Source: an optimization exercise on an open RTL-to-GDS flow (aim: small area, a short achievable clock period and few clock cycles per item). Production flows keep margins and buffers that such runs may drop.
The RTL was checked by simulation tests, not by an equivalence proof against the original design.
Power is estimated from default activity; no workload was simulated.

<file path="flow/run.sh">
#!/bin/bash
# Standard ORFS layout; ports are buffered with plain buffers instead of the
# delay cell buffer_ports picks by default.
set -e
cp standard.sh standard_sh_copy.log
export BUFFER_PORTS_ARGS="-buffer_cell sky130_fd_sc_hd__buf_1"
bash standard.sh > standard_run.log 2>&1
</file>
<file path="constraint.sdc">
create_clock -name core_clock -period 6.0 [get_ports {clk_i}]
set_input_delay 1.2000 -clock core_clock [delete_from_list [all_inputs] [get_ports {clk_i}]]
set_output_delay 1.2000 -clock core_clock [all_outputs]
set_load 0.01 [all_outputs]
</file>
<file path="standard.sh">
#!/bin/bash
# synth_recipe.tcl (not shown) runs the flow's synth.tcl, then flattens the netlist and writes it again
# the make line also repeats each setting of config.mk as NAME=value (left out here)
make -C /OpenROAD-flow-scripts/flow DESIGN_CONFIG=/design/flow/config.mk WORK_HOME=/design/flow/orfs CLKGATE_MAP_FILE= SYNTH_SCRIPT=/design/flow/synth_recipe.tcl "${@:-finish}"
</file>
<file path="config.mk">
export PLATFORM = sky130hd
export DESIGN_NAME = sorter_top
export DESIGN_NICKNAME = sorter_top
export VERILOG_FILES = /design/flow/design.v
export SDC_FILE = /design/flow/constraint.sdc
export NUM_CORES = 4
export LEC_CHECK = 0
export CAP_MARGIN = 20
export CORE_MARGIN = 2
export CORE_UTILIZATION = 50
export PLACE_DENSITY = 0.6
export SETUP_SLACK_MARGIN = 3.0
export SLEW_MARGIN = 20
export TNS_END_PERCENT = 0
</file>
<file path="design.v">
module sorter_top (
    input  logic                                        clk_i,
    input  logic                                        rst_i,
    input  logic                                        src_vld_i,
    input  logic [16-1:0]                   src_data_i,
    output logic                                        reorder_vld_o,
    output logic [8*16-1:0] reorder_ranks_o
);
    localparam int DW   = 16;
    localparam int TW   = 4;
    localparam int WIN  = 15;
    localparam int OUTR = 8;
    logic [DW-1:0]      val_q [WIN];
    logic [TW-1:0]      tag_q [WIN];
    logic [TW-1:0]      ptr_q;
    logic               vld_q;
    logic [WIN-1:0]     lt;           
    logic [WIN-1:0]     is_old;       
    logic [WIN-1:0]     past_old;     
    logic [WIN-1:0]     s_up, s_hold, s_new, s_dn;
    logic               load;
    function automatic logic less_than(input logic [DW-1:0] a, input logic [DW-1:0] b);
        logic [DW-1:0] l;
        logic [DW-1:0] ng;
        for (int i = 0; i < DW; i++) begin
            l[i]  = ~a[i] & b[i];
            ng[i] = ~a[i] | b[i];
        end
        for (int s = 1; s < DW; s = s * 2) begin
            for (int i = 0; i + s < DW; i = i + 2 * s) begin
                l[i]  = l[i + s] | (ng[i + s] & l[i]);
                ng[i] = l[i + s] | (ng[i + s] & ng[i]);
            end
        end
        less_than = l[0];
    endfunction
    always_comb begin
        for (int i = 0; i < WIN; i++) begin
            lt[i]     = less_than(src_data_i, val_q[i]);
            is_old[i] = (tag_q[i] == ptr_q);
            past_old[i] = is_old[i] | ((i > 0) ? past_old[(i > 0) ? i-1 : 0] : 1'b0);
        end
    end
    assign load = src_vld_i & ~rst_i;
    always_comb begin
        for (int j = 0; j < WIN; j++) begin
            s_up[j]   = load & (j > 0) & ~past_old[(j > 0) ? j-1 : 0] & lt[(j > 0) ? j-1 : 0];
            s_dn[j]   = load & (j < WIN-1) & past_old[j] & ~lt[(j < WIN-1) ? j+1 : 0];
            if (j == 0) begin
                s_new[j] = load & (past_old[0] ? lt[1] : lt[0]);
            end else if (j == WIN-1) begin
                s_new[j] = load & ~lt[j-1 + (past_old[j-1] ? 1 : 0)];
            end else begin
                s_new[j] = load & (past_old[j] ? lt[j+1] : lt[j])
                                & ~(past_old[j-1] ? lt[j] : lt[j-1]);
            end
            s_hold[j] = ~rst_i & (~load
                                | (~past_old[j] & ~lt[j])
                                | ((j > 0) & past_old[(j > 0) ? j-1 : 0] & lt[j]));
        end
    end
    always_ff @(posedge clk_i) begin
        for (int j = 0; j < WIN; j++) begin
            val_q[j] <= ({DW{s_up[j]}}   & val_q[(j > 0) ? j-1 : 0])
                      | ({DW{s_hold[j]}} & val_q[j])
                      | ({DW{s_new[j]}}  & src_data_i)
                      | ({DW{s_dn[j]}}   & val_q[(j < WIN-1) ? j+1 : 0]);
            tag_q[j] <= ({TW{s_up[j]}}   & tag_q[(j > 0) ? j-1 : 0])
                      | ({TW{s_hold[j]}} & tag_q[j])
                      | ({TW{s_new[j]}}  & ptr_q)
                      | ({TW{s_dn[j]}}   & tag_q[(j < WIN-1) ? j+1 : 0])
                      | ({TW{rst_i}}     & TW'(j));
        end
        if (rst_i) begin
            ptr_q <= '0;
            vld_q <= 1'b0;
        end else begin
            vld_q <= src_vld_i;
            if (src_vld_i) begin
                ptr_q <= (ptr_q == TW'(WIN - 1)) ? '0 : ptr_q + 1'b1;
            end
        end
    end
    assign reorder_vld_o = vld_q;
    always_comb begin
        for (int r = 0; r < OUTR; r++) begin
            reorder_ranks_o[r*DW +: DW] = val_q[r];
        end
    end
endmodule
</file>
==> impl_metrics.csv, run 1 <==
group,metric,value,unit
outcome,status,"complete, no violations",
cells_and_area,final_cell_mix,"302 x dfxtp_1, 196 x a221o_1, 149 x a22o_1",
floorplanning,die-area,39400,sq um
power_and_ir_drop,switching_share,0.3494,
sta,fmax,299.6,MHz
sta,setup_viol,0,
logic_synthesis,synth_cell_types,99,
grt,overflow,0,
grt,grtUsageMet3,0.05832,
cells_and_area,fillCellCount,3277,
sta,worstMarginPinSlew,1.067,ns
power_and_ir_drop,power.clock.fraction,0.348,
logic_synthesis,synth_flop_cell,"dfxtp_1",
routing,num_vias,20116,
cells_and_area,drive_above_1_share,0.2055,
routing,wl_per_cell,27.43,um
cells_and_area,antenna_cells,0,
setup_path,end_kind,"register",
power_and_ir_drop,p_seq_frac,0.371,
grt,grt_pass1_vias,19207,
clocking,ctsHoldBuffers,0,
logic_synthesis,synthCells,2123,
clocking,cts_tree,"built",
setup_path,path_cells,"buf_12 -> inv_8 -> buf_12 -> buf_4 -> buf_4 -> o22ai_2 -> nor4_2 -> a211o_1 -> a2111o_1 -> nand2_4 -> nor3_4 -> buf_6 -> a221o_1 -> a221o_1",
grt,grt_max_degree,57,
setup_path,critPathRequiredTime,6.45,ns
routing,drc_errors,0,
power_and_ir_drop,comb_power_share,0.282,
sta,grt_setup_unrepaired,"true",
logic_synthesis,syn-num-nets,2142,
routing,vias_per_cell,7.019,
sta,max_slew_margin,0.2859,
power_and_ir_drop,total_leakage_power,8.317,nW
grt,track_usage,0.3932,
sta,setup_tns,0,ns
sta,period_share,0.5562,
floorplanning,die_width,198.5,um
clocking,cts_root_buf,"clkbuf_16",
power_and_ir_drop,switchingPower,2.293,mW
routing,firstDrtPassIters,8,
setup_path,startpoint_type,"input pin",
clocking,cts_buffer_depth,3,
sta,hold_viol,0,
logic_synthesis,syn_area,18910,sq um
placement,port_buffers,147,
logic_synthesis,synth_top_area_frac,0.3229,
setup_path,slowest_stage,"a2111o_1",
flow_run,maxCapViolCount,0,
routing,wirelength,78630,um
setup_path,cp_max_fo,14,
clocking,clock_latency,0.57,ns
setup_path,crit_path_max_incr_delay,0.49,ns
floorplanning,std_cell_rows,71,
clocking,numCtsBuffers,37,
logic_synthesis,yosysTopAreaCell,"dfxtp_1",
sta,fin_crit,3.337,ns
power_and_ir_drop,pwr_density_cell,280.0,nW/um^2
logic_synthesis,syn_area_per_cell,8.908,sq um
floorplanning,die_h,198.5,um
cells_and_area,area_growth,23.96,%
hold_path,hold_class,"register to register",
grt,busiest_layer,"met2",
setup_path,critPathKind,"input pin to register",
setup_path,critPathBufInv,6,
logic_synthesis,ys_ff_latch,305,
grt,grt_use_met1,0.4890,
sta,holdWs,0.4642,ns
grt,antenna_found_initial,0,
clocking,cts_sinks,305,
floorplanning,core,37490,sq um
cells_and_area,final_common_cell,"dfxtp_1",
logic_synthesis,synth_seq_area_share,0.3229,
placement,hpwl,52770,um
routing,ant_nets,0,
logic_synthesis,synth-edff-count,0,
setup_path,cp_top_family,"compound AO/OA/AOI/OAI gates",
power_and_ir_drop,peakVddDrop,0.0002031,V
logic_synthesis,synthArstFlopShare,0,
logic_synthesis,synthTopCellsByArea,"dfxtp_1 32%, a221o_1 10%, a22o_1 6.9%",
grt,grt_first_pass_wirelength,117800,um
floorplanning,io_pins,148,
sta,skew,0.02343,ns
clocking,cts-htree-levels,2,
sta,slew_violations,0,
power_and_ir_drop,p_int,4.270,mW
cells_and_area,num-nets-final,2348,
placement,place_congestion,0.9118,
clocking,clk_transition_reported_paths,0.06,ns
grt,use_met2,0.6346,
floorplanning,start_util,0.5045,
logic_synthesis,yosysWarnings,3,
routing,drt_iter0_markers,2441,
setup_path,worstPathArrival,3.79,ns
[cell usage after synthesis, types with 5 or more instances]
master	n
a21oi_1	65
maj3_2	19
buf_1	7
a22oi_1	87
a21o_1	7
a222oi_1	43
buf_6	19
dfxtp_1	305
inv_1	97
a21oi_2	5
nor3b_1	6
a22o_1	149
and2_1	11
xor2_1	31
nor2b_1	68
nand3_1	13
a221oi_1	13
o2111ai_1	7
and3_1	18
a211oi_1	11
nand4_1	14
nand2b_1	74
buf_2	62
nor3_1	23
mux2_2	5
clkbuf_1	87
nor4_1	9
maj3_1	86
o21ai_0	64
nand2_1	137
buf_4	9
o22ai_1	32
o221ai_1	62
a2bb2oi_1	5
nor2_1	94
nor4_4	5
xnor2_1	28
a31oi_1	6
a211o_1	9
o211ai_1	35
a221o_1	196
[through the flow]
stage	utilization	setup WS [ns]	std cells	total power [mW]	cell area (sq um)
global route	0.6253	2.616	2866	6.780	23440
detailed placement	0.5242	1.054	2650	3.750	19650
finish	0.6253	2.663	2866	6.563	23440
CTS	0.6188	2.789	2852	6.473	23200
floorplan	-	2.453	2123	3.392	18980
global placement	0.5242	1.192	2650	3.718	19650
[registers in the layout, indices dropped and copies added (netlist names)]
| name | count |
|---|---|
| val_q | 240 |
| vld_q | 1 |
| ptr_q | 4 |
| tag_q | 60 |
[tightest hold or removal path, cell delays in order, from the launching register on]
cell	delay (ns)
dfxtp_1	0.32
nand2_1	0.06
nand2_1	0.04
[power by group through the flow]
stage	Combinational [mW]	Sequential [mW]	Clock, mW
4_1_cts	1.76	2.42	2.29
3_5_place_dp	1.29	2.46	0
2_1_floorplan	1.00	2.39	0
5_1_grt	1.94	2.45	2.39
6_report	1.85	2.43	2.28
3_3_place_gp	1.26	2.45	0
[metal layers]
layer / wire (um) / part of all wire
met2: 36330 / 0.46
met5: 0 / 0
met1: 30250 / 0.38
met3: 6268 / 0.080
met4: 5779 / 0.074
[cells by family after synthesis]
kind of cell | share of synthesized area
AO/OA/AOI/OAI | 0.3710
AND/OR/NAND/NOR | 0.1428
flip-flops | 0.3229
buffers and inverters | 0.07198
adder cells (fa/ha/maj) | 0.05683
XOR/XNOR | 0.02818
multiplexers | 0.006285
[layout make-up]
type                       instances  area [sq um]  share of cell area
clock buffer                      62          1162             0.04958
sequential                       305          6112              0.2607
clock inverter                     3         43.79            0.001868
multi-input combinational       1552         12700              0.5416
inverter                         103         446.7             0.01905
timing repair buffer             328          2330             0.09938
tap                              511         639.4             0.02727
timing repair inverter             2         11.26           0.0004804
[path summary, 6_finish.rpt]
path / start / end / slack [ns] / cells after the start
setup / recovery: src_data_i[4] / tag_q[12][3] / 2.66 / 14
hold / removal: val_q[14][0] / val_q[14][0] / 0.46 / 2
setup reg to reg: ptr_q[2] / val_q[12][9] / 2.72 / 11
hold reg to reg: val_q[14][0] / val_q[14][0] / 0.46 / 2
[what timing repair did]
| item | CTS | global route |
|---|---|---|
| gates cloned | 37 | 4 |
| setup buffers | 100 | 10 |
| gates resized for setup | 297 | 29 |
| pin swaps | 101 | 17 |
| endpoints found under the setup margin | 300 | 300 |
Testbench counts, summed over its fixed seeds: cycles 6,400, items 3,200.
==> inputs of run 2 (changes only) <==
==> flow/run.sh (replaced) <==
#!/bin/bash
# Standard ORFS layout with two changes:
# - ports are buffered with plain buffers instead of the delay cell that
#   buffer_ports picks by default;
# - Yosys's ABC maps the logic for delay (map -D) instead of ORFS's speed script.
# Registers are untouched: ABC only maps the combinational logic.
set -e
here=$(pwd)
rm -rf "$here/orfs_scripts"
cp -r "$FLOW_HOME/scripts" "$here/orfs_scripts"
cp "$here/flow/abc_speed.script" "$here/orfs_scripts/abc_speed.script"
export SCRIPTS_DIR="$here/orfs_scripts"
export BUFFER_PORTS_ARGS="-buffer_cell sky130_fd_sc_hd__buf_1"
bash standard.sh > standard_run.log 2>&1
==> flow/abc_speed.script (new file) <==
strash
dch
map -D 1200
buffer -p
upsize -D 1200
dnsize -D 1200
stime -p
==> run 2 against run 1 <==
  * Clock skew decreased by 0.0027 ns
  * Design area increased by 8.6%
  * Global-route usage decreased by 0.51 points
  * Still clean
  * Die area increased by 5.5%
  * Largest cell class unchanged
  * Count of clock-buffer cells in the layout decreased by 3
  * Worst hold slack improved by 0.052 ns
  * Clock power increased by 3%
  * Critical path depth decreased by 1
==> impl_metrics.csv, run 2 <==
group,metric,value,unit
setup_path,end_kind,"register",
power_and_ir_drop,p_seq_frac,0.328,
logic_synthesis,yosysTopAreaCell,"dfxtp_1",
power_and_ir_drop,peakVddDrop,0.0002953,V
cells_and_area,final_util,0.6440,
sta,hold_viol,0,
power_and_ir_drop,total_leakage_power,9.358,nW
placement,place_area,20790,sq um
grt,track_usage,0.3881,
setup_path,critPathBufInv,4,
power_and_ir_drop,p_int,4.987,mW
sta,holdWs,0.5158,ns
logic_synthesis,synthTopCellsByCount,"445 x nand3_1, 379 x nand2_1, 305 x dfxtp_1, 264 x nand4_1, 219 x inv_1",
floorplanning,die-area,41560,sq um
setup_path,worstPathArrival,3.58,ns
cells_and_area,final_common_cell,"nand3_1",
cells_and_area,final_cell_mix,"430 x nand3_1, 345 x nand2_1, 301 x dfxtp_1",
logic_synthesis,syn_area,19970,sq um
setup_path,cp_top_family,"buffers and inverters",
floorplanning,std_cell_rows,73,
floorplanning,io_pins,148,
routing,drc_errors,0,
cells_and_area,largest_reg_flops,240,
setup_path,cp_max_fo,13,
clocking,cts_root_buf,"clkbuf_16",
logic_synthesis,ys_ff_latch,305,
logic_synthesis,synth_flop_cell,"dfxtp_1",
clocking,cts_sinks,305,
logic_synthesis,synth_cell_types,58,
grt,grt_pass1_vias,22783,
sta,period_share,0.5174,
placement,post-place-ws,1.100,ns
floorplanning,die_width,203.9,um
hold_path,hold_class,"register to register",
sta,setup_tns,0,ns
sta,worstMarginPinSlew,0.9000,ns
cells_and_area,antenna_cells,0,
logic_synthesis,synth-edff-count,0,
logic_synthesis,yosysWarnings,3,
clocking,numCtsBuffers,39,
grt,antenna_found_initial,1,
power_and_ir_drop,power.clock.fraction,0.262,
placement,port_buffers,147,
cells_and_area,num-nets-final,3114,
routing,firstDrtPassIters,6,
sta,max_slew_margin,0.4000,
power_and_ir_drop,comb_power_share,0.411,
setup_path,crit_path_max_incr_delay,0.34,ns
grt,grt_first_pass_wirelength,128100,um
power_and_ir_drop,finalPower,8.994,mW
placement,place_congestion,0.9284,
sta,slew_violations,0,
sta,setup_ws,2.896,ns
sta,fmax,322.1,MHz
logic_synthesis,synthTopCellsByArea,"dfxtp_1 31%, nand3_1 11%, nand4_1 8.3%",
grt,grt_max_degree,78,
placement,hpwl,56060,um
logic_synthesis,synthCells,2899,
flow_run,maxCapViolCount,0,
clocking,cts-htree-levels,2,
outcome,status,"complete, no violations",
cells_and_area,largestRegisters,"val_q: 240 flops, tag_q: 60 flops, ptr_q: 4 flops",
cells_and_area,area_growth,27.52,%
floorplanning,start_util,0.5050,
setup_path,path_cells,"buf_4 -> clkinvlp_4 -> nand2_1 -> nand3_1 -> nand4_1 -> nand3_1 -> a221oi_2 -> buf_4 -> nand2_1 -> o211ai_1 -> buf_4 -> nand2_8 -> o221ai_1",
setup_path,critPathKind,"input pin to register",
floorplanning,die_h,203.9,um
power_and_ir_drop,pwr_density_cell,353.1,nW/um^2
floorplanning,core,39550,sq um
cells_and_area,finalNonFillerCells,3647,
setup_path,path_common_cell,"buf_4",
routing,wl_per_cell,24.73,um
logic_synthesis,syn-num-nets,2918,
sta,setup_viol,0,
logic_synthesis,synthArstFlopShare,0,
logic_synthesis,synth_seq_area_share,0.3057,
placement,place_inst,3386,
setup_path,slowest_stage,"clkinvlp_4",
routing,num_vias,25105,
cells_and_area,finalInstanceArea,25470,sq um
routing,drt_iter0_markers,3235,
logic_synthesis,synth.most_common_cell,"nand3_1",
clocking,ctsHoldBuffers,0,
clocking,clock_latency,0.57,ns
routing,wirelength,90200,um
logic_synthesis,synth_top_area_frac,0.3057,
cells_and_area,drive_above_1_share,0.1800,
setup_path,startpoint_type,"input pin",
sta,fin_crit,3.104,ns
clocking,cts_buffer_depth,3,
clocking,cts_tree,"built",
power_and_ir_drop,switchingPower,4.007,mW
logic_synthesis,syn_area_per_cell,6.889,sq um
setup_path,critPathRequiredTime,6.48,ns
clocking,clk_transition_reported_paths,0.06,ns
routing,vias_per_cell,6.884,
grt,overflow,0,
routing,ant_nets,0,
sta,grt_setup_unrepaired,"true",
sta,skew,0.02075,ns
cells_and_area,top_register,"val_q",
power_and_ir_drop,switching_share,0.4455,
==> run 2: cell types whose count changed in the layout (fill, tap and decap cells not counted), moves of 66 or more <==
| cell | change |
|---|---|
| maj3_1 | -72 |
| nand3_1 | +418 |
| a22o_1 | -146 |
| a221o_1 | -196 |
| a22oi_1 | +95 |
| nand2b_1 | -72 |
| inv_1 | +117 |
| nor2b_1 | -66 |
| nand2_1 | +212 |
| nand4_1 | +250 |
==> run 2: kinds of logic after synthesis <==
family          share of synthesized area
flops                              0.3057
compound gates                     0.2515
buf+inv                            0.1002
simple gates                       0.3220
xor+xnor                          0.02061
==> run 2: layer usage <==
layer | global-route usage | routed length, um
met5 | 0 | 13
met4 | 0.2492 | 7442
met3 | 0.04624 | 6815
met2 | 0.6709 | 43450
met1 | 0.4551 | 32480
==> run 2: layout make-up <==
type	instances	area (sq um)
sequential	305	6116
timing repair buffer	398	3083
inverter	228	928.4
clock buffer	59	1164
timing repair inverter	6	42.54
fill	3473	14080
tap	525	656.9
multi-input combinational	2117	13410
clock inverter	9	70.07
==> run 2: tightest hold or removal path, stage by stage (launching register included) <==
cell and delay, ns:
dfxtp_1 0.35, a22oi_1 0.07, o221ai_1 0.07
==> run 2: what timing repair did <==
item	CTS	global route
gates resized for setup	234	187
cloned	19	27
endpoints found under the setup margin	300	300
hold endpoints to repair	0	0
setup buffers	85	62
pin swaps	40	51
==> run 2: power groups by stage <==
| stage | combinational [mW] | clock [mW] | sequential (mW) |
|---|---|---|---|
| floorplan | 1.79 | 0 | 2.82 |
| global placement | 2.50 | 0 | 2.94 |
| detailed placement | 2.56 | 0 | 2.95 |
| CTS | 3.08 | 2.36 | 2.91 |
| global route | 3.89 | 2.44 | 2.98 |
| finish | 3.69 | 2.35 | 2.95 |
==> run 2: final timing paths <==
| path | startpoint | to | slack [ns] | cells past startpoint |
|---|---|---|---|---|
| setup / recovery | src_data_i[11] | val_q[7][14] | 2.90 | 13 |
| hold / removal | val_q[11][7] | val_q[10][7] | 0.52 | 2 |
| setup reg to reg | ptr_q[1] | val_q[14][9] | 2.96 | 15 |
| hold reg to reg | val_q[11][7] | val_q[10][7] | 0.52 | 2 |
==> inputs of run 3 (changes only) <==
==> flow/run.sh (replaced) <==
#!/bin/bash
# Standard ORFS layout with two changes:
# - ports are buffered with plain buffers instead of the delay cell that
#   buffer_ports picks by default;
# - before repair_design, the input port buffers are upsized, since each data
#   input fans out to every comparator.
set -e
here=$(pwd)
export BUFFER_PORTS_ARGS="-buffer_cell sky130_fd_sc_hd__buf_1"
export PRE_RESIZE_TCL="$here/flow/upsize_inputs.tcl"
bash standard.sh > standard_run.log 2>&1
==> flow/upsize_inputs.tcl (new file) <==
# Input port buffers drive wide fanout (each data bit feeds every comparator);
# give them a strong cell before repair_design builds buffer trees.
foreach inst [get_cells input*] {
  replace_cell $inst sky130_fd_sc_hd__buf_16
}
--- a/config.mk
+++ b/config.mk
@@ -7,2 +7,3 @@
 export LEC_CHECK = 0
+export ABC_AREA = 1
 export CAP_MARGIN = 20
removed: flow/abc_speed.script
==> run 3 against run 2 <==
  * Critical path depth grew 2
  * Synthesized cell count is 16% higher
  * Sequential power decreased by 7.1%
  * Core utilization down 5.6 points
  * Die area is 3.3% higher
  * Clock power fell by 2%
  * Register-to-register slack barely moved
  * Global-route usage decreased by 4.1 points
  * Area after synthesis rose by 3.3%
  * Via count is 3.3% lower
  * Largest cell class unchanged
  * Highest routed layer is now met4
==> impl_metrics.csv, run 3 <==
group,metric,value,unit
grt,grt_max_degree,139,
hold_path,hold_class,"register to register",
cells_and_area,final_util,0.5881,
logic_synthesis,syn-num-nets,3389,
power_and_ir_drop,pwr_density_cell,309.7,nW/um^2
sta,hold_viol,0,
sta,skew,0.01180,ns
clocking,cts_sinks,305,
routing,drc_errors,0,
cells_and_area,top_register,"val_q",
logic_synthesis,synthTopCellsByCount,"880 x nand2_1, 573 x nand3_1, 310 x inv_1, 305 x dfxtp_1, 242 x o21ai_0",
grt,grt_pass1_vias,22686,
setup_path,worstPathArrival,3.50,ns
clocking,cts_buffer_depth,3,
placement,post-place-ws,1.274,ns
logic_synthesis,synth_top_area_frac,0.2958,
clocking,clock_latency,0.57,ns
placement,hpwl,54400,um
cells_and_area,area_growth,16.34,%
logic_synthesis,syn_area_per_cell,6.125,sq um
logic_synthesis,synth_flop_cell,"dfxtp_1",
routing,firstDrtPassIters,6,
sta,setup_ws,2.943,ns
cells_and_area,largest_reg_flops,240,
clocking,clk_transition_reported_paths,0.05,ns
grt,antenna_found_initial,0,
routing,drt_iter0_markers,2455,
sta,worstMarginPinSlew,0.9238,ns
floorplanning,io_pins,148,
setup_path,cp_max_fo,10,
routing,wirelength,80030,um
setup_path,critPathRequiredTime,6.44,ns
setup_path,crit_path_max_incr_delay,0.28,ns
setup_path,path_cells,"buf_16 -> clkinvlp_4 -> buf_12 -> clkbuf_16 -> nand3_1 -> o21ai_0 -> a21boi_0 -> nand2_1 -> a21oi_4 -> nor2_1 -> o21ai_2 -> clkinvlp_4 -> buf_4 -> nand2_1 -> nand3b_1",
logic_synthesis,ys_ff_latch,305,
sta,setup_viol,0,
sta,period_share,0.5096,
sta,fmax,327.1,MHz
sta,slew_violations,0,
power_and_ir_drop,finalPower,7.438,mW
setup_path,startpoint_type,"input pin",
setup_path,worstSetupStartpoint,"src_data_i[4]",
routing,vias_per_cell,6.093,
routing,ant_nets,0,
setup_path,reg2reg_from,"ptr_q[1]",
sta,setup_tns,0,ns
power_and_ir_drop,peakVddDrop,0.0002216,V
sta,fin_crit,3.058,ns
floorplanning,die_width,207.2,um
logic_synthesis,synth-edff-count,0,
cells_and_area,final_common_cell,"nand2_1",
sta,grt_setup_unrepaired,"true",
sta,max_slew_margin,0.3841,
logic_synthesis,synthCells,3370,
cells_and_area,largestRegisters,"val_q: 240 flops, tag_q: 60 flops, ptr_q: 4 flops",
clocking,numCtsBuffers,38,
floorplanning,core,40830,sq um
setup_path,critPathKind,"input pin to register",
logic_synthesis,synthTopCellsByArea,"dfxtp_1 30%, nand2_1 16%, nand3_1 14%",
power_and_ir_drop,total_leakage_power,9.530,nW
cells_and_area,antenna_cells,0,
clocking,ctsHoldBuffers,0,
logic_synthesis,synth_cell_types,46,
logic_synthesis,synth.most_common_cell,"nand2_1",
setup_path,end_kind,"register",
cells_and_area,drive_above_1_share,0.08893,
floorplanning,die-area,42920,sq um
logic_synthesis,syn_area,20640,sq um
clocking,cts-htree-levels,2,
placement,place_congestion,0.9066,
clocking,cts_root_buf,"clkbuf_16",
floorplanning,std_cell_rows,74,
routing,wl_per_cell,20.09,um
logic_synthesis,synthArstFlopShare,0,
cells_and_area,finalNonFillerCells,3984,
placement,port_buffers,147,
placement,place_inst,3857,
floorplanning,die_h,207.2,um
grt,track_usage,0.3468,
clocking,cts_tree,"built",
floorplanning,start_util,0.5055,
logic_synthesis,synth_seq_area_share,0.2958,
cells_and_area,final_cell_mix,"864 x nand2_1, 557 x nand3_1, 303 x dfxtp_1",
cells_and_area,num-nets-final,3445,
flow_run,maxCapViolCount,0,
outcome,status,"complete, no violations",
hold_path,hp-start,"val_q[9][1]",
grt,overflow,0,
setup_path,slowest_stage,"a21oi_4",
logic_synthesis,yosysWarnings,3,
routing,num_vias,24273,
grt,grt_first_pass_wirelength,122600,um
logic_synthesis,yosysTopAreaCell,"dfxtp_1",
==> run 3: changes by cell type after synthesis, moves of 33 or more <==
cell / before / now
nand3_1: 445 / 573
clkbuf_1: 188 / 131
o221ai_1: 70 / 9
nor2_1: 150 / 183
buf_2: 45 / 81
o21ai_0: 128 / 242
inv_1: 219 / 310
nand4_1: 264 / 146
a22oi_1: 183 / 0
a21oi_1: 116 / 74
nand2_1: 379 / 880
nand3b_1: 16 / 77
==> run 3: repair_timing <==
| item | CTS | global route |
|---|---|---|
| gates cloned | 6 | 12 |
| buffers inserted | 16 | 27 |
| pin swaps | 11 | 13 |
| resized for setup | 64 | 96 |
| setup endpoints to repair | 300 | 300 |
==> run 3: cells by family (layout without fill, tap and decap cells) <==
| logic type | Yosys count | count (layout) | share of synthesized area |
|---|---|---|---|
| buffers and inverters | 590 | 664 | 0.1145 |
| AND/OR/NAND/NOR | 1893 | 1901 | 0.4193 |
| AO/OA/AOI/OAI | 541 | 541 | 0.1531 |
| XOR/XNOR | 41 | 41 | 0.01740 |
| flip-flops | 305 | 305 | 0.2958 |
==> run 3: worst paths after layout <==
kind / to / slack, ns / depth (start not counted)
worst max-delay path: val_q[9][13] / 2.94 / 15
worst min-delay path: val_q[9][1] / 0.47 / 2
worst max register to register: val_q[12][6] / 2.96 / 20
worst min register to register: val_q[9][1] / 0.47 / 2
==> run 3: stage by stage <==
step,cell area [sq um],hold WS (ns)
floorplan,20670,0.4435
global placement,21300,0.4554
detailed placement,21720,0.4591
CTS,23400,0.4742
global route,24010,0.4975
finish,24010,0.4726
==> run 3: metal layers <==
layer / track usage / part of all wire / vias up
met1: 0.4099 / 0.39 / 11439
met2: 0.6203 / 0.51 / 1023
met5: 0 / 0 / -
met4: 0.1724 / 0.047 / 0
met3: 0.03942 / 0.060 / 255
li1: - / - / 11556
==> run 3: area by class of cell <==
cell class | count | area [sq um]
Inverter | 335 | 1353
Clock buffer | 62 | 1195
Multi-Input combinational cell | 2483 | 12640
Clock inverter | 4 | 20.02
Fill cell | 4004 | 16820
Sequential cell | 305 | 6111
Timing Repair Buffer | 257 | 1986
Tap cell | 532 | 665.6
Timing Repair inverter | 6 | 46.29
==> run 3: report_power, final <==
part / switching, mW / internal (mW)
Combinational: 1.63 / 0.759
Clock: 0.957 / 1.35
Sequential: 0.418 / 2.32
Total: 3.00 / 4.44
==> run 3: worst max-delay path: cells and delay by family <==
family	cells	cell delay, ns
compound gates	4	0.79
simple gates	5	0.49
buf+inv	6	1.02
==> inputs of run 4 (changes only) <==
--- a/config.mk
+++ b/config.mk
@@ -12,3 +12,3 @@
 export PLACE_DENSITY = 0.6
-export SETUP_SLACK_MARGIN = 3.0
+export SETUP_SLACK_MARGIN = 3.6
 export SLEW_MARGIN = 20
==> run 4 against run 3 <==
  * Still clean
  * Register-to-register slack better by 0.26 ns
  * Worst setup slack gained 0.16 ns
  * Sequential power hardly changed
  * Design area rose by 12%
  * Cell count rose by 3.4%
  * Largest cell class unchanged
  * Largest power group is now combinational cells
==> impl_metrics.csv, run 4 <==
group,metric,value,unit
outcome,status,"complete, no violations",
grt,grt_first_pass_wirelength,129100,um
clocking,clk_transition_reported_paths,0.06,ns
power_and_ir_drop,p_seq_frac,0.341,
logic_synthesis,ys_ff_latch,305,
setup_path,reg2reg_depth,18,
setup_path,critPathKind,"input pin to register",
sta,slew_violations,0,
power_and_ir_drop,pwr_density_cell,298.6,nW/um^2
clocking,cts_sinks,305,
floorplanning,die-area,42920,sq um
logic_synthesis,synthTopCellsByCount,"880 x nand2_1, 573 x nand3_1, 310 x inv_1, 305 x dfxtp_1, 242 x o21ai_0",
floorplanning,io_pins,148,
logic_synthesis,syn-num-nets,3389,
clocking,cts_buffer_depth,3,
placement,port_buffers,147,
logic_synthesis,synth_compound_area_frac,0.1531,
setup_path,cp_max_fo,22,
setup_path,crit_path_max_incr_delay,0.22,ns
cells_and_area,drive_above_1_share,0.1613,
grt,use_met2,0.6593,
cells_and_area,num-nets-final,3584,
floorplanning,start_util,0.5055,
setup_path,worstSetupStartpoint,"src_data_i[4]",
logic_synthesis,synthTopCellsByArea,"dfxtp_1 30%, nand2_1 16%, nand3_1 14%",
routing,drt_iter0_markers,2752,
sta,skew,0.03175,ns
routing,vias_per_cell,6.234,
cells_and_area,top_register,"val_q",
power_and_ir_drop,p_int,4.659,mW
sta,setup_tns,0,ns
routing,drc_errors,0,
cells_and_area,final_cell_mix,"799 x nand2_1, 544 x nand3_1, 301 x dfxtp_1",
setup_path,critPathBufInv,6,
setup_path,endpoint,"val_q[6][11]",
logic_synthesis,synth-edff-count,0,
routing,ant_nets,0,
clocking,ctsHoldBuffers,0,
sta,holdWs,0.4704,ns
power_and_ir_drop,switchingPower,3.355,mW
setup_path,r2r_setup_slack,3.22,ns
floorplanning,std_cell_rows,74,
routing,num_vias,25691,
power_and_ir_drop,total_leakage_power,10.66,nW
floorplanning,die_h,207.2,um
logic_synthesis,syn_area,20640,sq um
setup_path,critPathRequiredTime,6.51,ns
placement,hpwl,53800,um
cells_and_area,final_common_cell,"nand2_1",
hold_path,hold_class,"register to register",
grt,grtUsageMet3,0.04321,
logic_synthesis,synth_top_area_frac,0.2958,
floorplanning,core,40830,sq um
setup_path,reg2reg_from,"ptr_q[0]",
power_and_ir_drop,peakVddDrop,0.0002382,V
grt,antenna_found_initial,0,
logic_synthesis,synthCells,3370,
logic_synthesis,yosysTopAreaCell,"dfxtp_1",
power_and_ir_drop,comb_power_share,0.375,
clocking,cts_tree,"built",
setup_path,slowest_stage,"o21ai_4",
logic_synthesis,yosysWarnings,3,
routing,wirelength,90030,um
sta,fmax,344.6,MHz
grt,overflow,0,
power_and_ir_drop,switching_share,0.4186,
logic_synthesis,synth_seq_area_share,0.2958,
grt,grt_use_met1,0.4275,
setup_path,r2r_end,"val_q[11][9]",
sta,max_slew_margin,0.3546,
sta,worstMarginPinSlew,0.9682,ns
sta,fin_crit,2.902,ns
logic_synthesis,synth_cell_types,46,
routing,firstDrtPassIters,6,
clocking,clock_latency,0.59,ns
cells_and_area,largestRegisters,"val_q: 240 flops, tag_q: 60 flops, ptr_q: 4 flops",
cells_and_area,antenna_cells,0,
power_and_ir_drop,power.clock.fraction,0.283,
sta,hold_viol,0,
sta,grt_setup_unrepaired,"true",
placement,place_congestion,0.8841,
clocking,cts-htree-levels,2,
logic_synthesis,synth_xor_area_frac,0.01740,
setup_path,worstPathArrival,3.41,ns
routing,wl_per_cell,21.85,um
setup_path,path_cells,"buf_16 -> clkinvlp_4 -> buf_12 -> o21ai_0 -> o21ai_0 -> nand2_1 -> inv_1 -> o21ai_0 -> nand2_1 -> a21oi_2 -> buf_4 -> nand2_8 -> o21ai_4 -> buf_6 -> nand3_1 -> nand4_1",
logic_synthesis,synth_flop_cell,"dfxtp_1",
grt,track_usage,0.3730,
cells_and_area,largest_reg_flops,240,
logic_synthesis,yosys.area_share.simple,0.4193,
sta,setup_viol,0,
cells_and_area,area_growth,30.04,%
setup_path,startpoint_type,"input pin",
setup_path,cp_top_family,"compound AO/OA/AOI/OAI gates",
cells_and_area,finalNonFillerCells,4121,
logic_synthesis,synth_mux_area_frac,0,
setup_path,path_common_cell,"o21ai_0",
setup_path,end_kind,"register",
logic_synthesis,synth.most_common_cell,"nand2_1",
logic_synthesis,synthArstFlopShare,0,
flow_run,maxCapViolCount,0,
sta,period_share,0.4836,
clocking,cts_root_buf,"clkbuf_16",
grt,grt_pass1_vias,23276,
logic_synthesis,syn_area_per_cell,6.125,sq um
logic_synthesis,synth-adder-area-share,0,
logic_synthesis,synth_top_family_by_area,"simple AND/OR/NAND/NOR gates",
grt,busiest_layer,"met2",
clocking,numCtsBuffers,39,
placement,place_inst,3851,
setup_path,path_depth,16,
floorplanning,die_width,207.2,um
grt,grt_max_degree,109,
-- run 4: worst register-to-register path: stages (launching register included) --
cell and delay, ns:
dfxtp_4 0.39, inv_6 0.11, nand2_1 0.08, nand2_1 0.09
nor2_1 0.07, nand2_2 0.09, nand3_4 0.14, nor2_8 0.14
nand4_4 0.11, nor2_4 0.20, nand4_4 0.22, inv_4 0.12
nand2_1 0.14, nand2_4 0.15, nand2_2 0.08, nor2_4 0.22
clkbuf_16 0.20, nand2_1 0.05, nand4_1 0.09
-- run 4: kinds of logic (layout without fill, tap and decap cells) --
family	after synthesis	after routing
compound gates	541	543
xor+xnor	41	41
buf+inv	590	787
simple gates	1893	1913
flops	305	305
-- run 4: area by class of cell --
cell class,count,area (sq um)
Timing Repair inverter,11,96.34
Inverter,335,1458
Sequential cell,305,6121
Clock inverter,5,40.04
Tap cell,532,665.6
Timing Repair Buffer,376,3627
Multi-Input combinational cell,2497,13700
Clock buffer,60,1136
Fill cell,3623,13990
-- run 4: layer usage --
metal	share of wire	routed length, um	vias up
li1	-	-	11890
met1	0.37	32990	12033
met2	0.49	43740	1374
met3	0.067	6026	394
met4	0.081	7267	0
met5	0	0	-
-- run 4: what timing repair did --
item                       CTS  global route
resized for setup          282           200
buffers inserted            79            61
cloned                      40            25
pin swaps                   53            72
hold endpoints to repair     0             0
setup endpoints to repair  362           391
-- run 4: how the worst min path moves through the flow --
stage | from | to | slack, ns | cells past startpoint
final | val_q[9][0] | val_q[9][0] | 0.47 | 2
after global routing | val_q[9][0] | val_q[9][0] | 0.50 | 2
after CTS | val_q[9][0] | val_q[9][0] | 0.47 | 2
after detailed placement | val_q[8][5] | val_q[8][5] | 0.46 | 2
after global placement | val_q[8][13] | val_q[8][13] | 0.45 | 2
after floorplan | val_q[8][10] | val_q[8][10] | 0.44 | 2
-- run 4: power by group through the flow --
stage	Combinational (mW)	Sequential (mW)	Clock (mW)
CTS	2.64	2.71	2.27
global placement	2.01	2.75	0
floorplan	1.50	2.68	0
detailed placement	2.08	2.75	0
finish	3.01	2.74	2.27
global route	3.19	2.77	2.36
-- run 4: per-stage QoR --
step / total power, mW / worst slack, ns / util / area (sq um)
finish: 8.015 / 3.098 / 0.6574 / 26840
global route: 8.319 / 3.075 / 0.6574 / 26840
CTS: 7.625 / 3.280 / 0.6182 / 25240
detailed placement: 4.834 / 1.506 / 0.5330 / 21760
global placement: 4.756 / 1.587 / 0.5227 / 21340
floorplan: 4.171 / 3.113 / - / 20990
==> inputs of run 5 (changes only) <==
--- a/config.mk
+++ b/config.mk
@@ -11,4 +11,6 @@
 export CORE_UTILIZATION = 50
+export CTS_BUF_LIST = sky130_fd_sc_hd__clkbuf_8
+export CTS_CLUSTER_SIZE = 20
 export PLACE_DENSITY = 0.6
-export SETUP_SLACK_MARGIN = 3.6
+export SETUP_SLACK_MARGIN = 3.0
 export SLEW_MARGIN = 20
==> run 5 against run 4 <==
  * Combinational power down 19%
  * Critical path depth increased by 1
  * Synthesized cell count unchanged
  * Core utilization down 6.8 points
  * Clock power down 12%
  * Count of clock-buffer cells in the layout rose by 9
  * Non-clock buffer count down 100
  * Global-route usage fell by 2.7 points
  * Worst hold slack worse by 0.0022 ns
  * Die area is the same
  * Cell count is 2.0% lower
  * Sequential share of layout area up 2.6 points
==> impl_metrics.csv, run 5 <==
group,metric,value,unit
clocking,cts_tree,"built",
setup_path,cp_max_fo,15,
outcome,status,"complete, no violations",
logic_synthesis,synth-edff-count,0,
grt,track_usage,0.3462,
logic_synthesis,syn_area,20640,sq um
setup_path,path_common_cell,"nand2_1",
routing,wirelength,79940,um
floorplanning,start_util,0.5055,
sta,setup_viol,0,
floorplanning,core,40830,sq um
setup_path,end_kind,"register",
clocking,numCtsBuffers,58,
cells_and_area,drive_above_1_share,0.09778,
grt,grt_pass1_vias,22860,
setup_path,reg2reg_from,"ptr_q[0]",
cells_and_area,final_common_cell,"nand2_1",
floorplanning,std_cell_rows,74,
sta,fin_crit,2.977,ns
sta,holdWs,0.4682,ns
grt,grt_max_degree,139,
logic_synthesis,synthArstFlopShare,0,
grt,antenna_found_initial,0,
cells_and_area,num-nets-final,3483,
routing,firstDrtPassIters,6,
setup_path,slowest_stage,"nand3_1",
grt,overflow,0,
cells_and_area,area_growth,16.63,%
clocking,clk_transition_reported_paths,0.06,ns
setup_path,reg2reg_depth,18,
setup_path,crit_path_max_incr_delay,0.24,ns
sta,worstMarginPinSlew,0.9005,ns
setup_path,r2r_setup_slack,3.04,ns
grt,busiest_layer,"met2",
setup_path,startpoint_type,"input pin",
power_and_ir_drop,peakVddDrop,0.0002255,V
logic_synthesis,synth_top_area_frac,0.2958,
setup_path,cp_top_family,"simple AND/OR/NAND/NOR gates",
power_and_ir_drop,pwr_density_cell,298.4,nW/um^2
routing,num_vias,24391,
placement,hpwl,54400,um
sta,grt_setup_unrepaired,"true",
clocking,cts_sinks,305,
logic_synthesis,synthTopCellsByArea,"dfxtp_1 30%, nand2_1 16%, nand3_1 14%",
logic_synthesis,synth_cell_types,46,
floorplanning,io_pins,148,
sta,max_slew_margin,0.3997,
routing,drc_errors,0,
logic_synthesis,synth_seq_area_share,0.2958,
cells_and_area,antenna_cells,0,
routing,drt_iter0_markers,2282,
power_and_ir_drop,total_leakage_power,9.703,nW
logic_synthesis,yosysWarnings,3,
sta,slew_violations,0,
setup_path,critPathKind,"input pin to register",
setup_path,path_cells,"buf_16 -> clkinvlp_4 -> buf_8 -> o21ai_0 -> o21ai_0 -> nand2_1 -> nand2_1 -> o211ai_1 -> nand3_1 -> nand2_1 -> nand2_1 -> nor2_1 -> buf_4 -> nand2_8 -> o21ai_0 -> inv_1 -> nand3_1",
logic_synthesis,syn-num-nets,3389,
cells_and_area,fillCellCount,4029,
clocking,cts_root_buf,"clkbuf_8",
floorplanning,die-area,42920,sq um
cells_and_area,largest_reg_flops,240,
clocking,cts-htree-levels,2,
logic_synthesis,syn_area_per_cell,6.125,sq um
routing,vias_per_cell,6.037,
logic_synthesis,synthCells,3370,
hold_path,hold_depth,2,
routing,ant_nets,0,
clocking,cts_buffer_depth,3,
clocking,ctsHoldBuffers,0,
cells_and_area,final_util,0.5895,
setup_path,critPathRequiredTime,6.59,ns
logic_synthesis,ys_ff_latch,305,
logic_synthesis,synth_flop_cell,"dfxtp_1",
flow_run,maxCapViolCount,0,
setup_path,critPathBufInv,5,
routing,wl_per_cell,19.79,um
sta,skew,0.02310,ns
hold_path,hp-start,"val_q[9][1]",
setup_path,r2r_end,"val_q[13][11]",
hold_path,hold_class,"register to register",
setup_path,worstPathArrival,3.57,ns
grt,grtUsageMet3,0.04442,
placement,port_buffers,147,
logic_synthesis,synthTopCellsByCount,"880 x nand2_1, 573 x nand3_1, 310 x inv_1, 305 x dfxtp_1, 242 x o21ai_0",
logic_synthesis,yosysTopAreaCell,"dfxtp_1",
sta,period_share,0.4962,
cells_and_area,final_cell_mix,"859 x nand2_1, 557 x nand3_1, 336 x inv_1",
grt,use_met2,0.6197,
cells_and_area,top_register,"val_q",
logic_synthesis,synth.most_common_cell,"nand2_1",
placement,place_congestion,0.9066,
sta,setup_tns,0,ns
setup_path,path_depth,17,
hold_path,min_to,"val_q[9][1]",
floorplanning,die_width,207.2,um
sta,hold_viol,0,
sta,fmax,335.9,MHz
cells_and_area,largestRegisters,"val_q: 240 flops, tag_q: 60 flops, ptr_q: 4 flops",
grt,grt_use_met1,0.4056,
floorplanning,die_h,207.2,um
clocking,clock_latency,0.67,ns
grt,grt_first_pass_wirelength,122600,um
[run 5: where the power goes]
part,switching [mW],total (mW),internal [mW]
Sequential,0.418,2.74,2.32
Combinational,1.65,2.45,0.804
Clock,0.964,1.99,1.03
[run 5: cell type report]
cell class / count / area (sq um) / area share
clock buffers: 69 / 949.7 / 0.03945
clock inverters: 35 / 132.6 / 0.005510
inverters: 335 / 1333 / 0.05536
multi-input cells: 2485 / 12710 / 0.5280
flip-flops and latches: 305 / 6113 / 0.2540
well taps: 532 / 665.6 / 0.02765
repair buffers: 276 / 2147 / 0.08919
repair inverters: 3 / 20.02 / 0.0008316
[run 5: through the flow]
step	instance area [sq um]	cells	worst slack (ns)	power, mW
final	24070	4040	3.023	7.183
after global routing	24070	4040	2.860	7.530
after CTS	23130	3978	2.868	6.910
after detailed placement	21720	3857	1.274	4.837
after global placement	21300	3857	1.387	4.761
after floorplan	20670	3370	2.942	4.106
[run 5: worst max path at each step]
stage / from / to / slack (ns)
after floorplan: src_data_i[15] / val_q[7][4] / 2.94
after global placement: src_data_i[6] / val_q[13][5] / 1.39
after detailed placement: src_data_i[6] / val_q[13][1] / 1.27
after CTS: src_data_i[4] / val_q[14][13] / 2.87
after global routing: ptr_q[0] / val_q[13][8] / 2.86
final: src_data_i[4] / val_q[13][11] / 3.02
[run 5: cells by family (layout without fill, tap and decap cells)]
logic type,count (synthesis),in the layout,share of synthesized area
AO/OA/AOI/OAI,541,541,0.1531
XOR/XNOR,41,41,0.01740
flip-flops,305,305,0.2958
buffers and inverters,590,718,0.1145
AND/OR/NAND/NOR,1893,1903,0.4193
[run 5: timing repair]
item	4_1_cts	5_1_grt
setup endpoints to repair	300	300
buffers inserted	13	49
pin swaps	7	20
gates cloned	4	13
resized for setup	49	113
[run 5: worst reg2reg max path: stages, from the launching register on]
cell and delay, ns:
dfxtp_2 0.40, inv_2 0.22, nand2_1 0.09, nand2_1 0.07
nor2_1 0.05, nand2_2 0.14, nand3_4 0.14, nor2_8 0.14
nand4_4 0.12, nor2_4 0.19, nand4_4 0.15, buf_4 0.18
nor2_8 0.20, nand3_4 0.16, nand2_4 0.14, buf_4 0.13
nand2_4 0.12, nand3_1 0.11, nand3_1 0.09
[run 5: per-layer routing]
metal / vias to the layer above / part of all wire
met2: 1095 / 0.50
met4: 0 / 0.050
met3: 265 / 0.063
met5: - / 0
met1: 11385 / 0.38
li1: 11646 / -
==> inputs of run 6 (changes only) <==
--- a/config.mk
+++ b/config.mk
@@ -8,10 +8,8 @@
 export ABC_AREA = 1
-export CAP_MARGIN = 20
+export CAP_MARGIN = 0
 export CORE_MARGIN = 2
 export CORE_UTILIZATION = 50
-export CTS_BUF_LIST = sky130_fd_sc_hd__clkbuf_8
-export CTS_CLUSTER_SIZE = 20
 export PLACE_DENSITY = 0.6
 export SETUP_SLACK_MARGIN = 3.0
-export SLEW_MARGIN = 20
+export SLEW_MARGIN = 0
 export TNS_END_PERCENT = 0
==> run 6 against run 5 <==
  * Still clean
  * Die area stayed put
  * Via count is 0.44% lower
  * Count of clock-buffer cells in the layout is 7 lower
  * Area after synthesis stayed put
  * Clock power is 16% higher
  * Worst hold slack better by 0.0010 ns
  * Register-to-register slack worse by 0.06 ns
  * Wire length is 0.27% higher
  * Global-route usage is 0.060 points higher
  * Fmax is 2.4% lower
  * Largest cell class unchanged
  * Largest power group unchanged
==> impl_metrics.csv, run 6 <==
group,metric,value,unit
logic_synthesis,synthArstFlopShare,0,
sta,max_slew_margin,0.1958,
power_and_ir_drop,power.clock.fraction,0.309,
clocking,clock_latency,0.57,ns
floorplanning,core,40830,sq um
grt,grt_first_pass_wirelength,122600,um
logic_synthesis,synth_top_family_by_area,"simple AND/OR/NAND/NOR gates",
logic_synthesis,syn_area_per_cell,6.125,sq um
cells_and_area,fillCellCount,3981,
sta,fin_crit,3.051,ns
sta,slew_violations,0,
logic_synthesis,synth-edff-count,0,
cells_and_area,final_cell_mix,"860 x nand2_1, 554 x nand3_1, 303 x dfxtp_1",
clocking,clk_transition_reported_paths,0.05,ns
sta,setup_viol,0,
setup_path,end_kind,"register",
logic_synthesis,syn_area,20640,sq um
routing,wirelength,80150,um
clocking,numCtsBuffers,38,
clocking,cts_buffer_depth,3,
logic_synthesis,synth_flop_cell,"dfxtp_1",
floorplanning,std_cell_rows,74,
logic_synthesis,synthTopCellsByCount,"880 x nand2_1, 573 x nand3_1, 310 x inv_1, 305 x dfxtp_1, 242 x o21ai_0",
cells_and_area,final_common_cell,"nand2_1",
power_and_ir_drop,p_int,4.459,mW
cells_and_area,finalNonFillerCells,3992,
routing,vias_per_cell,6.083,
outcome,status,"complete, no violations",
power_and_ir_drop,pwr_density_cell,309.3,nW/um^2
sta,setup_tns,0,ns
cells_and_area,largestRegisters,"val_q: 240 flops, tag_q: 60 flops, ptr_q: 4 flops",
cells_and_area,drive_above_1_share,0.09364,
setup_path,cp_max_fo,10,
logic_synthesis,synth_seq_area_share,0.2958,
cells_and_area,regArea,6111,sq um
logic_synthesis,synthTopCellsByArea,"dfxtp_1 30%, nand2_1 16%, nand3_1 14%",
cells_and_area,area_growth,17.08,%
routing,ant_nets,0,
flow_run,maxCapViolCount,0,
hold_path,hold_class,"register to register",
cells_and_area,num-nets-final,3453,
setup_path,r2r_setup_slack,2.98,ns
placement,place_congestion,0.9066,
power_and_ir_drop,peakVddDrop,0.0002212,V
routing,wl_per_cell,20.08,um
floorplanning,start_util,0.5055,
power_and_ir_drop,comb_power_share,0.325,
logic_synthesis,yosys.area_share.simple,0.4193,
logic_synthesis,synth_cell_types,46,
cells_and_area,finalInstanceArea,24160,sq um
floorplanning,io_pins,148,
cells_and_area,top_register,"val_q",
setup_path,reg2reg_from,"ptr_q[1]",
power_and_ir_drop,p_seq_frac,0.367,
clocking,cts_root_buf,"clkbuf_16",
power_and_ir_drop,switchingPower,3.016,mW
sta,period_share,0.5084,
grt,track_usage,0.3468,
floorplanning,die-area,42920,sq um
floorplanning,die_width,207.2,um
logic_synthesis,yosysWarnings,3,
clocking,cts-htree-levels,2,
placement,place_inst,3857,
logic_synthesis,synth_mux_area_frac,0,
clocking,cts_sinks,305,
sta,skew,0.01462,ns
cells_and_area,largest_reg_flops,240,
setup_path,critPathKind,"input pin to register",
grt,antenna_found_initial,0,
hold_path,hold_depth,2,
grt,grt_pass1_vias,22686,
grt,overflow,0,
setup_path,critPathRequiredTime,6.44,ns
cells_and_area,multi_input_area,12720,sq um
setup_path,r2r_end,"val_q[14][7]",
hold_path,hp-start,"val_q[9][1]",
routing,drc_errors,0,
clocking,ctsHoldBuffers,0,
logic_synthesis,ys_ff_latch,305,
floorplanning,die_h,207.2,um
hold_path,min_to,"val_q[9][1]",
placement,place_area,21720,sq um
sta,hold_viol,0,
power_and_ir_drop,total_leakage_power,9.577,nW
power_and_ir_drop,switching_share,0.4034,
routing,drt_iter0_markers,2416,
routing,firstDrtPassIters,6,
sta,fmax,327.8,MHz
logic_synthesis,syn-num-nets,3389,
logic_synthesis,synth.most_common_cell,"nand2_1",
routing,num_vias,24284,
logic_synthesis,synth_top_area_frac,0.2958,
cells_and_area,antenna_cells,0,
logic_synthesis,synth_xor_area_frac,0.01740,
setup_path,reg2reg_depth,19,
logic_synthesis,synth_compound_area_frac,0.1531,
logic_synthesis,yosysTopAreaCell,"dfxtp_1",
clocking,cts_tree,"built",
logic_synthesis,synth-adder-area-share,0,
sta,grt_setup_unrepaired,"true",
placement,port_buffers,147,
placement,hpwl,54400,um
sta,worstMarginPinSlew,1.206,ns
logic_synthesis,synthCells,3370,
setup_path,worstPathArrival,3.49,ns
grt,grt_max_degree,139,
setup_path,startpoint_type,"input pin",
-- run 6: cell counts after synthesis --
No cell type changed its count.
-- run 6: what timing repair did --
item                                    4_1_cts  5_1_grt
pin swaps                                    11       15
endpoints found under the setup margin      300      300
gates cloned                                  6       13
endpoints found under the hold margin         0        0
buffers inserted                             16       34
gates resized for setup                      64      112
-- run 6: per-stage QoR --
step / power, mW / utilization / worst slack (ns) / hold WS [ns]
finish: 7.475 / 0.5918 / 2.949 / 0.4693
global route: 7.804 / 0.5918 / 2.839 / 0.4975
CTS: 7.242 / 0.5731 / 2.897 / 0.4742
global placement: 4.761 / 0.5216 / 1.387 / 0.4554
floorplan: 4.106 / - / 2.942 / 0.4435
detailed placement: 4.837 / 0.5318 / 1.274 / 0.4591
-- run 6: power by group through the flow --
stage	registers [mW]	logic [mW]	clock network, mW
2_1_floorplan	2.67	1.43	0
3_3_place_gp	2.76	2.00	0
3_5_place_dp	2.77	2.07	0
4_1_cts	2.72	2.20	2.32
5_1_grt	2.77	2.64	2.39
6_report	2.74	2.43	2.31
-- run 6: layout make-up --
cell class,instances,area share
tap,532,0.02755
multi-input combinational,2485,0.5264
timing repair buffer,263,0.08497
clock buffer,62,0.04945
clock inverter,4,0.0008285
timing repair inverter,6,0.001916
inverter,335,0.05602
sequential,305,0.2529
-- run 6: worst max-delay path by stage --
| stage | cells after the start | to | slack, ns | from |
|---|---|---|---|---|
| 2_1_floorplan | 14 | val_q[7][4] | 2.94 | src_data_i[15] |
| 3_3_place_gp | 16 | val_q[13][5] | 1.39 | src_data_i[6] |
| 3_5_place_dp | 16 | val_q[13][1] | 1.27 | src_data_i[6] |
| 4_1_cts | 14 | val_q[6][3] | 2.90 | src_data_i[10] |
| 5_1_grt | 20 | val_q[12][1] | 2.84 | ptr_q[1] |
| 6_report | 15 | val_q[9][13] | 2.95 | src_data_i[4] |
-- run 6: critical path: stages --
cell        delay [ns]
buf_16            0.08
clkinvlp_4        0.20
buf_8             0.22
clkbuf_4          0.18
nand3_1           0.09
o21ai_0           0.08
a21boi_0          0.17
nand2_1           0.17
a21oi_4           0.27
nor2_1            0.09
o21ai_2           0.25
clkinvlp_4        0.13
buf_4             0.20
nand2_1           0.07
nand3b_1          0.07
-- run 6: kinds of logic after synthesis --
family          count (synthesis)
compound gates                541
xor+xnor                       41
buf+inv                       590
flops                         305
simple gates                 1893
-- run 6: per-layer routing --
metal / part of all wire / GRT usage
met1: 0.39 / 0.4099
met2: 0.51 / 0.6203
met3: 0.061 / 0.03942
met4: 0.046 / 0.1724
met5: 0 / 0
==> inputs of run 7 (changes only) <==
--- a/flow/run.sh
+++ b/flow/run.sh
@@ -4,2 +4,3 @@
 #   buffer_ports picks by default;
+# - the resizer may swap cells across footprints (MATCH_CELL_FOOTPRINT=0);
 # - before repair_design, the input port buffers are upsized, since each data
@@ -10,2 +11,2 @@
 export PRE_RESIZE_TCL="$here/flow/upsize_inputs.tcl"
-bash standard.sh > standard_run.log 2>&1
+bash standard.sh MATCH_CELL_FOOTPRINT=0 finish > standard_run.log 2>&1
--- a/config.mk
+++ b/config.mk
@@ -8,3 +8,3 @@
 export ABC_AREA = 1
-export CAP_MARGIN = 0
+export CAP_MARGIN = 20
 export CORE_MARGIN = 2
@@ -13,3 +13,3 @@
 export SETUP_SLACK_MARGIN = 3.0
-export SLEW_MARGIN = 0
+export SLEW_MARGIN = 20
 export TNS_END_PERCENT = 0
==> run 7 against run 6 <==
  * Clock power increased by 2%
  * Via count decreased by 0.30%
  * Synthesized cell count unchanged
  * Flip-flop and latch count is the same
==> impl_metrics.csv, run 7 <==
group,metric,value,unit
routing,ant_nets,0,
clocking,cts_buffer_depth,3,
hold_path,hold_class,"register to register",
routing,num_vias,24210,
setup_path,startpoint_type,"input pin",
clocking,cts_root_buf,"clkbuf_16",
setup_path,path_common_cell,"nand2_1",
sta,grt_setup_unrepaired,"true",
cells_and_area,largestRegisters,"val_q: 240 flops, tag_q: 60 flops, ptr_q: 4 flops",
cells_and_area,final_cell_mix,"857 x nand2_1, 556 x nand3_1, 301 x dfxtp_1",
power_and_ir_drop,peakVddDrop,0.0002701,V
logic_synthesis,synth_seq_area_share,0.2958,
power_and_ir_drop,power.clock.fraction,0.311,
power_and_ir_drop,p_seq_frac,0.360,
clocking,cts-htree-levels,2,
setup_path,cp_max_fo,18,
cells_and_area,multi_input_area,12840,sq um
logic_synthesis,synth.most_common_cell,"nand2_1",
setup_path,slowest_stage,"a21oi_1",
sta,period_share,0.4935,
clocking,cts_sinks,305,
sta,setup_viol,0,
logic_synthesis,synth-edff-count,0,
placement,place_inst,3860,
routing,vias_per_cell,6.028,
setup_path,crit_path_max_incr_delay,0.32,ns
flow_run,maxCapViolCount,0,
cells_and_area,largest_reg_flops,240,
clocking,clock_latency,0.57,ns
power_and_ir_drop,pwr_density_cell,310.3,nW/um^2
routing,wl_per_cell,19.88,um
grt,overflow,0,
sta,skew,0.02103,ns
grt,antenna_found_initial,0,
cells_and_area,regArea,6113,sq um
logic_synthesis,synth_top_area_frac,0.2958,
clocking,ctsHoldBuffers,0,
logic_synthesis,syn-num-nets,3389,
floorplanning,start_util,0.5055,
placement,hpwl,54090,um
power_and_ir_drop,switching_share,0.4043,
clocking,clk_transition_reported_paths,0.06,ns
power_and_ir_drop,switchingPower,3.070,mW
logic_synthesis,synthTopCellsByArea,"dfxtp_1 30%, nand2_1 16%, nand3_1 14%",
logic_synthesis,syn_area_per_cell,6.125,sq um
logic_synthesis,ys_ff_latch,305,
logic_synthesis,synthArstFlopShare,0,
power_and_ir_drop,p_int,4.523,mW
cells_and_area,finalNonFillerCells,4016,
cells_and_area,area_growth,18.56,%
sta,slew_violations,0,
power_and_ir_drop,total_leakage_power,9.682,nW
power_and_ir_drop,comb_power_share,0.329,
logic_synthesis,syn_area,20640,sq um
floorplanning,std_cell_rows,74,
logic_synthesis,yosysTopAreaCell,"dfxtp_1",
setup_path,critPathKind,"input pin to register",
sta,setup_tns,0,ns
cells_and_area,top_register,"val_q",
floorplanning,io_pins,148,
floorplanning,die-area,42920,sq um
cells_and_area,final_common_cell,"nand2_1",
grt,grt_max_degree,109,
grt,grt_pass1_vias,22235,
outcome,status,"complete, no violations",
placement,place_congestion,0.9201,
clocking,cts_tree,"built",
routing,wirelength,79840,um
routing,drc_errors,0,
setup_path,critPathRequiredTime,6.50,ns
sta,hold_viol,0,
sta,worstMarginPinSlew,0.9053,ns
setup_path,worstPathArrival,3.46,ns
routing,firstDrtPassIters,6,
grt,track_usage,0.3374,
grt,grt_first_pass_wirelength,119700,um
logic_synthesis,synth_flop_cell,"dfxtp_1",
logic_synthesis,synth_cell_types,46,
setup_path,end_kind,"register",
sta,fmax,337.7,MHz
routing,drt_iter0_markers,2353,
floorplanning,die_width,207.2,um
sta,max_slew_margin,0.3965,
cells_and_area,fillCellCount,3929,
logic_synthesis,synthTopCellsByCount,"880 x nand2_1, 573 x nand3_1, 310 x inv_1, 305 x dfxtp_1, 242 x o21ai_0",
cells_and_area,drive_above_1_share,0.1022,
clocking,numCtsBuffers,38,
cells_and_area,antenna_cells,0,
floorplanning,core,40830,sq um
placement,port_buffers,147,
logic_synthesis,synthCells,3370,
setup_path,path_cells,"buf_16 -> inv_1 -> nor3_1 -> nor2_1 -> nand2_1 -> nand2_1 -> nand2_1 -> nand2_1 -> a21oi_1 -> nand2_1 -> and2_4 -> nor3_4 -> buf_4 -> nand2_1 -> nand3b_1",
sta,fin_crit,2.961,ns
floorplanning,die_h,207.2,um
logic_synthesis,yosysWarnings,3,
cells_and_area,num-nets-final,3479,
[run 7: cell counts after synthesis]
No cell type changed its count.
[run 7: metrics by stage]
step | instance area, sq um | util | setup WS, ns | hold slack (ns) | total power, mW
floorplan | 20660 | - | 2.950 | 0.4435 | 4.106
global placement | 21310 | 0.5218 | 1.546 | 0.4566 | 4.744
detailed placement | 21730 | 0.5321 | 1.478 | 0.4575 | 4.823
CTS | 23360 | 0.5720 | 2.821 | 0.4742 | 7.243
global route | 24470 | 0.5993 | 2.880 | 0.4959 | 7.928
finish | 24470 | 0.5993 | 3.039 | 0.4741 | 7.593
[run 7: power by group through the flow]
stage,Clock (mW),Combinational [mW],Sequential [mW]
after floorplan,0,1.43,2.67
after global placement,0,1.99,2.75
after detailed placement,0,2.07,2.76
after CTS,2.37,2.15,2.72
after global routing,2.44,2.72,2.77
final,2.36,2.50,2.73
[run 7: routing by layer]
layer,vias up,part of all wire,track usage
met5,-,0,0
met1,11337,0.39,0.4045
met3,264,0.056,0.04078
met2,988,0.50,0.6089
met4,0,0.055,0.1379
li1,11621,-,-
[run 7: area by class of cell]
cell class,count,area share
clock inverters,9,0.004039
repair inverters,5,0.001432
flip-flops and latches,305,0.2498
repair buffers,286,0.09122
inverters,335,0.05507
clock buffers,55,0.04643
well taps,532,0.02720
multi-input cells,2489,0.5248
[run 7: cells by family (layout without fill, tap and decap cells)]
kind of cell,after synthesis,in the layout,share of synthesized area
simple gates,1893,1906,0.4193
buf+inv,590,690,0.1145
compound gates,541,542,0.1531
flops,305,305,0.2958
xor+xnor,41,41,0.01740
[run 7: timing repair]
item                                    4_1_cts  5_1_grt
endpoints found under the setup margin      300      300
cloned                                        3       18
hold endpoints to repair                      0        0
gates resized for setup                      59      127
setup buffers                                15       56
pin swaps                                     5       30
[run 7: worst paths after layout]
check	startpoint	to	slack, ns	depth (start not counted)
max	src_data_i[10]	val_q[7][11]	3.04	15
min	val_q[8][1]	val_q[8][1]	0.47	2
max reg2reg	ptr_q[1]	tag_q[12][0]	3.07	17
min reg2reg	val_q[8][1]	val_q[8][1]	0.47	2
[run 7: worst max-delay path: cells and delay by family]
family	cells	cell delay [ns]
AO/OA/AOI/OAI	1	0.32
buffers and inverters	3	0.56
AND/OR/NAND/NOR	11	1.37
==> inputs of run 8 (changes only) <==
--- a/flow/run.sh
+++ b/flow/run.sh
@@ -1,3 +1,3 @@
 #!/bin/bash
-# Standard ORFS layout with two changes:
+# Standard ORFS layout with these changes:
 # - ports are buffered with plain buffers instead of the delay cell that
--- a/config.mk
+++ b/config.mk
@@ -14,2 +14,2 @@
 export SLEW_MARGIN = 20
-export TNS_END_PERCENT = 0
+export TNS_END_PERCENT = 10
==> run 8 against run 7 <==
  * Critical path depth is 2 higher
  * Critical endpoint is now val_q[0][3]
  * Combinational power is 7% higher
  * Clock power down 2%
  * Power up 1.9%
  * Critical path type unchanged
  * Cell count is 1.0% higher
  * Register-to-register slack better by 0.03 ns
  * Via count rose by 1.8%
  * Largest power group unchanged
==> impl_metrics.csv, run 8 <==
group,metric,value,unit
cells_and_area,drive_above_1_share,0.1197,
logic_synthesis,synthArstFlopShare,0,
power_and_ir_drop,peakVddDrop,0.0002044,V
floorplanning,start_util,0.5055,
routing,vias_per_cell,6.077,
logic_synthesis,ys_ff_latch,305,
clocking,cts_sinks,305,
power_and_ir_drop,total_leakage_power,9.946,nW
sta,setup_tns,0,ns
setup_path,startpoint_type,"input pin",
clocking,ctsHoldBuffers,0,
logic_synthesis,yosysTopAreaCell,"dfxtp_1",
cells_and_area,regArea,6113,sq um
grt,grt_pass1_vias,22875,
grt,grt_first_pass_wirelength,123600,um
clocking,numCtsBuffers,39,
floorplanning,die-area,42920,sq um
clocking,cts_buffer_depth,3,
cells_and_area,antenna_cells,0,
routing,firstDrtPassIters,6,
power_and_ir_drop,switching_share,0.4089,
clocking,cts_root_buf,"clkbuf_16",
logic_synthesis,synthTopCellsByArea,"dfxtp_1 30%, nand2_1 16%, nand3_1 14%",
routing,num_vias,24655,
floorplanning,die_h,207.2,um
placement,port_buffers,147,
setup_path,path_common_cell,"nand2_1",
routing,wirelength,83200,um
logic_synthesis,yosysWarnings,3,
floorplanning,die_width,207.2,um
sta,setup_ws,2.992,ns
setup_path,worstPathArrival,3.51,ns
cells_and_area,fillCellCount,3893,
sta,skew,0.02811,ns
power_and_ir_drop,p_int,4.572,mW
clocking,clock_latency,0.57,ns
clocking,cts_tree,"built",
sta,period_share,0.5014,
cells_and_area,final_cell_mix,"840 x nand2_1, 550 x nand3_1, 301 x inv_1, 301 x dfxtp_1, 221 x o21ai_0",
flow_run,maxCapViolCount,0,
cells_and_area,top_register,"val_q",
logic_synthesis,synth-edff-count,0,
setup_path,crit_path_max_incr_delay,0.35,ns
sta,fmax,332.4,MHz
sta,setup_viol,0,
power_and_ir_drop,pwr_density_cell,308.5,nW/um^2
logic_synthesis,synth_cell_types,46,
outcome,status,"complete, no violations",
placement,hpwl,53910,um
[run 8: cell counts after synthesis]
Identical to the previous run, type by type.
[run 8: final timing paths]
| path | startpoint | cells after the start | end | slack, ns |
|---|---|---|---|---|
| max | src_data_i[4] | 17 | val_q[0][3] | 2.99 |
| min | val_q[9][14] | 2 | val_q[9][14] | 0.48 |
| max reg2reg | ptr_q[1] | 17 | val_q[14][11] | 3.10 |
| min reg2reg | val_q[9][14] | 2 | val_q[9][14] | 0.48 |
[run 8: through the flow]
step           instances  hold slack [ns]    util
2_1_floorplan       3370           0.4435       -
3_3_place_gp        3858           0.4557  0.5219
3_5_place_dp        3858           0.4604  0.5322
4_1_cts             3983           0.4788  0.5845
5_1_grt             4057           0.5096  0.6141
6_report            4057           0.4788  0.6141
[run 8: cell type report]
cell class              instances  share of cell area
multi-input cells            2494              0.5205
flip-flops and latches        305              0.2438
repair buffers                319              0.1051
inverters                     335             0.05384
clock buffers                  56             0.04506
well taps                     532             0.02655
clock inverters                10            0.003393
repair inverters                6            0.001747
[run 8: power groups by stage]
| stage | Clock, mW | Sequential, mW | Combinational (mW) |
|---|---|---|---|
| floorplan | 0 | 2.67 | 1.43 |
| global placement | 0 | 2.75 | 2.00 |
| detailed placement | 0 | 2.76 | 2.07 |
| CTS | 2.34 | 2.72 | 2.30 |
| global route | 2.42 | 2.77 | 2.88 |
| finish | 2.32 | 2.74 | 2.67 |
[run 8: per-layer routing]
metal	track usage	wire length [um]	share of wire	vias to the layer above
li1	-	-	-	11740
met4	0.1985	5828	0.070	0
met2	0.6247	41160	0.49	1050
met3	0.03305	4615	0.055	302
met5	0	0	0	-
met1	0.4121	31600	0.38	11563
[run 8: cells by family (layout without fill, tap and decap cells)]
logic type             after synthesis  count (layout)  share of synthesized area
AND/OR/NAND/NOR                   1893            1912                     0.4193
buffers and inverters              590             726                     0.1145
AO/OA/AOI/OAI                      541             541                     0.1531
flip-flops                         305             305                     0.2958
XOR/XNOR                            41              41                    0.01740
[run 8: worst max-delay path: cells and delay by family]
kind                   cells  cell delay [ns]
buffers and inverters      7             0.99
and+or+nand+nor            7             0.81
AOI/OAI and AO/OA          3             0.50
[run 8: repair_timing]
| item | 4_1_cts | 5_1_grt |
|---|---|---|
| endpoints found under the setup margin | 300 | 300 |
| resized for setup | 114 | 155 |
| cloned | 13 | 24 |
| pin swaps | 17 | 41 |
| setup buffers | 46 | 50 |

port drivers added, routing unchanged:
How much do the figures lean on ideal ports? The routed layouts below were timed once more, with nothing changed but the port constraints.
Step 1 assumes that a clkbuf_16 drives the clock port and a buf_2 every other input.
Step 2 also shifts input and output timing later by t, the mid clock arrival at the registers, as if the neighbouring blocks saw the same clock.
Three values: no drivers, after step 1, after step 2; two values: the first two.
run | t (ns) | setup WS [ns]
run 1 | 0.615 | 2.663 / 2.513 / 1.898
run 2 | 0.625 | 2.896 / 2.933 / 2.308
run 3 | 0.621 | 2.943 / 2.914 / 2.293
run 4 | 0.635 | 3.098 / 3.075 / 2.441
run 5 | 0.712 | 3.023 / 2.991 / 2.279
run 6 | 0.623 | 2.949 / 2.922 / 2.299
run 7 | 0.623 | 3.039 / 3.014 / 2.391
run 8 | 0.619 | 2.992 / 2.967 / 2.348
After both steps every run listed still meets setup and hold.
